Context: an optimization exercise on an open-source flow, tuned for small area. The choices shown serve that exercise and are no tape-out recipe. Only simulation tests tie the RTL to the original design; equivalence was not proved. Power figures rest on the tool's default switching activity, not on a simulated workload.

## job 9321
==> flow/design.v (excerpt) <==
module rs_param_age #(
    parameter int DEPTH   = 16,
    parameter int DATA_W  = 32,
    parameter int ROB_W   = 4,
    parameter int TYPE_W  = 6,
    parameter int NUM_CDB = 2
) (
    input  logic                      clk_in,
    input  logic                      rst_n_in,
    input  logic                      rdy_in,
    input  logic                      flush_in,
    output logic                      full_out,
    input  logic                      disp_valid,
    input  logic [TYPE_W-1:0]         disp_type,
    input  logic [DATA_W-1:0]         disp_pc,
    input  logic [DATA_W-1:0]         disp_imm,
    input  logic [ROB_W-1:0]          disp_rob,
    input  logic                      disp_rdy_j,
    input  logic                      disp_rdy_k,
    input  logic [DATA_W-1:0]         disp_v_j,
    input  logic [DATA_W-1:0]         disp_v_k,
    input  logic [ROB_W-1:0]          disp_q_j,
    input  logic [ROB_W-1:0]          disp_q_k,
    input  logic                      issue_stall,
    output logic                      issue_valid,
    output logic [TYPE_W-1:0]         issue_type,
    output logic [DATA_W-1:0]         issue_pc,
    output logic [DATA_W-1:0]         issue_imm,
    output logic [DATA_W-1:0]         issue_rs1,
    output logic [DATA_W-1:0]         issue_rs2,
    output logic [ROB_W-1:0]          issue_rob,
    input  logic [NUM_CDB-1:0]        cdb_valid,
    input  logic [NUM_CDB*ROB_W-1:0]  cdb_rob,
    input  logic [NUM_CDB*DATA_W-1:0] cdb_value
);
Size: about 9300 cells after synthesis, ~0.098 sq mm of cells after synthesis.
==> flow/config.mk <==
export PLATFORM = sky130hd
export DESIGN_NAME = rs_param_age
export DESIGN_NICKNAME = rs_param_age
export VERILOG_FILES = /design/flow/design.v
export SDC_FILE = /design/flow/constraint.sdc
export NUM_CORES = 4
export LEC_CHECK = 0
export CAP_MARGIN = 20
export CORE_MARGIN = 2
export CORE_UTILIZATION = 30
export CTS_BUF_LIST = sky130_fd_sc_hd__clkbuf_8
export CTS_CLUSTER_DIAMETER = 60
export CTS_CLUSTER_SIZE = 14
export PLACE_DENSITY = 0.35
export SLEW_MARGIN = 20
export SYNTH_HIERARCHICAL = 1
export SYNTH_MINIMUM_KEEP_SIZE = 0
==> flow/constraint.sdc <==
create_clock -name core_clock -period 7.0 [get_ports {clk_in}]
set_input_delay 1.4000 -clock core_clock [delete_from_list [all_inputs] [get_ports {clk_in}]]
set_output_delay 1.4000 -clock core_clock [all_outputs]
set_load 0.01 [all_outputs]
standard.sh (not shown) runs the stock make flow with config.mk's settings and CLKGATE_MAP_FILE= SYNTH_SCRIPT=/design/flow/synth_recipe.tcl, a recipe that flattens the netlist after the stock synthesis.
==> flow/flow/run.sh <==
#!/bin/bash
# Standard synthesis unchanged, then the standard ORFS layout with these
# changes: combinational cells are set back to drive 1 after floorplan (the
# placement repair resizes where needed), port buffers are buf_1 instead of
# clkdlybuf4s50_1, and CTS inserts no dummy loads.
set -euo pipefail
bash standard.sh synth > synth.log 2>&1
CTS="-sink_clustering_enable -repair_clock_nets -sink_clustering_size 14 -sink_clustering_max_diameter 60 -buf_list sky130_fd_sc_hd__clkbuf_8 -dont_use_dummy_load"
bash standard.sh "POST_FLOORPLAN_TCL=$PWD/flow/downsize.tcl" \
    "BUFFER_PORTS_ARGS=-buffer_cell sky130_fd_sc_hd__buf_1" \
    "CTS_ARGS=$CTS" finish > layout.log 2>&1
==> flow/flow/downsize.tcl <==
# Set every combinational cell that synthesis gave more than the minimum drive
# back to drive 1; the placement-stage repair resizes or buffers again where
# slew, capacitance or timing need it. Registers keep their cells.
set n_down 0
foreach inst [[ord::get_db_block] getInsts] {
  set m [[$inst getMaster] getName]
  if {![regexp {^(sky130_fd_sc_hd__[a-z0-9]+)_([0-9]+)$} $m -> base d]} { continue }
  if {$d <= 1} { continue }
  if {[regexp {__(df|edf|sdf|dl|clk|tap|fill|decap|diode|conb)} $base]} { continue }
  set new "${base}_1"
  if {[[ord::get_db] findMaster $new] eq "NULL"} { continue }
  replace_cell [$inst getName] $new
  incr n_down
}
puts "downsize: $n_down cells set to drive 1"
Job 9321: no failed stages, no open violations at the end
[inputs] job 354 vs job 9321
- swapping 0.35 for 0.45 in PLACE_DENSITY
- swapping 60 for 50 in CTS_CLUSTER_DIAMETER
- swapping 30 for 40 in CORE_UTILIZATION
==> flow/flow/run.sh <==
#!/bin/bash
# Standard synthesis unchanged, then the standard ORFS layout with these
# changes: combinational cells are set back to drive 1 after floorplan (the
# placement repair resizes where needed), port buffers are buf_1 instead of
# clkdlybuf4s50_1, CTS inserts no dummy loads, and power recovery downsizes
# non-critical cells after global routing.
set -euo pipefail
bash standard.sh synth > synth.log 2>&1
CTS="-sink_clustering_enable -repair_clock_nets -sink_clustering_size 14 -sink_clustering_max_diameter 50 -buf_list sky130_fd_sc_hd__clkbuf_8 -dont_use_dummy_load"
bash standard.sh "POST_FLOORPLAN_TCL=$PWD/flow/downsize.tcl" \
    "BUFFER_PORTS_ARGS=-buffer_cell sky130_fd_sc_hd__buf_1" \
    "CTS_ARGS=$CTS" RECOVER_POWER=100 finish > layout.log 2>&1
## What came out
- In job 354 the implementation ran to completion but is not tape-out ready, as the final checks report max-capacitance violations, max-slew violations.
- In the metrics for job 9321 and job 354, the one carrying the lower routing usage on met3 is job 9321.
- busy_r[1] as the launching element of the worst setup path was reported by job 354, and busy_r[6] by job 9321.
- When the final numbers for job 9321 and job 354 were put side by side, the chip width turned out to be smaller in job 354.
- Summary of the comparison: smallest setup slack after layout is lower in job 354, relative to job 9321.
Relative to job 354, the following input files were edited for job 6723:
==> flow/run.sh (new file) <==
#!/bin/bash
# synth_recipe.tcl (not shown) runs the flow's synth.tcl, then flattens the netlist and writes it again
# the make line also repeats each setting of config.mk as NAME=value (left out here)
make -C /OpenROAD-flow-scripts/flow DESIGN_CONFIG=/design/flow/config.mk WORK_HOME=/design/flow/orfs CLKGATE_MAP_FILE= SYNTH_SCRIPT=/design/flow/synth_recipe.tcl finish
removed: flow/flow/run.sh
removed: flow/flow/downsize.tcl
removed: flow/standard.sh
--- outcome ---
- No stage failed in job 6723, and the final checks on the layout all came back clean.
- Job 354 ran in full, but the layout does not pass; the checks complain about max-capacitance violations, max-slew violations.
- Of the two values seen for cell with the biggest individual delay on the critical path, sky130_fd_sc_hd__dfrtp_1 was produced by job 354 and sky130_fd_sc_hd__dfrtp_4 by job 6723.
- Job 6723 vs. job 354: clock share of power climbed 5.5 points; buffer count excluding the clock tree in the final layout climbed about 9%; overall fraction of global-route tracks in use dropped 0.28 points; cell area climbed about 5.3%.

## what the ideal ports hide
No port has a modelled driver above. Below, the same layouts with a new extraction and two added sets of constraints. Step 1 (the two cells are an assumption about what drives the block):
set clk [get_ports {clk_in}]
set_driving_cell -lib_cell sky130_fd_sc_hd__clkbuf_16 $clk
set_driving_cell -lib_cell sky130_fd_sc_hd__buf_2 [delete_from_list [all_inputs] $clk]
Step 2 also shifts input and output timing later by t, the mid clock arrival at the registers, as if the neighbouring blocks saw the same clock. a / b / c = ideal / step 1 / step 2; a / b = the first two.
| run | shift t [ns] | slack for setup (ns) | worst setup path after step 2 |
|---|---|---|---|
| job 9321 | 1.165 | 1.702 / 1.614 / 1.528 | input to register |
| job 354 | 1.141 | 0.366 / 0.366 / -0.710 | input to register |
| job 6723 | 1.171 | 1.550 / 1.453 / 0.891 | input to register |
For job 354, which loses most, drivers alone change the setup slack by 0.000 ns; drivers and shift together by -1.076 ns.
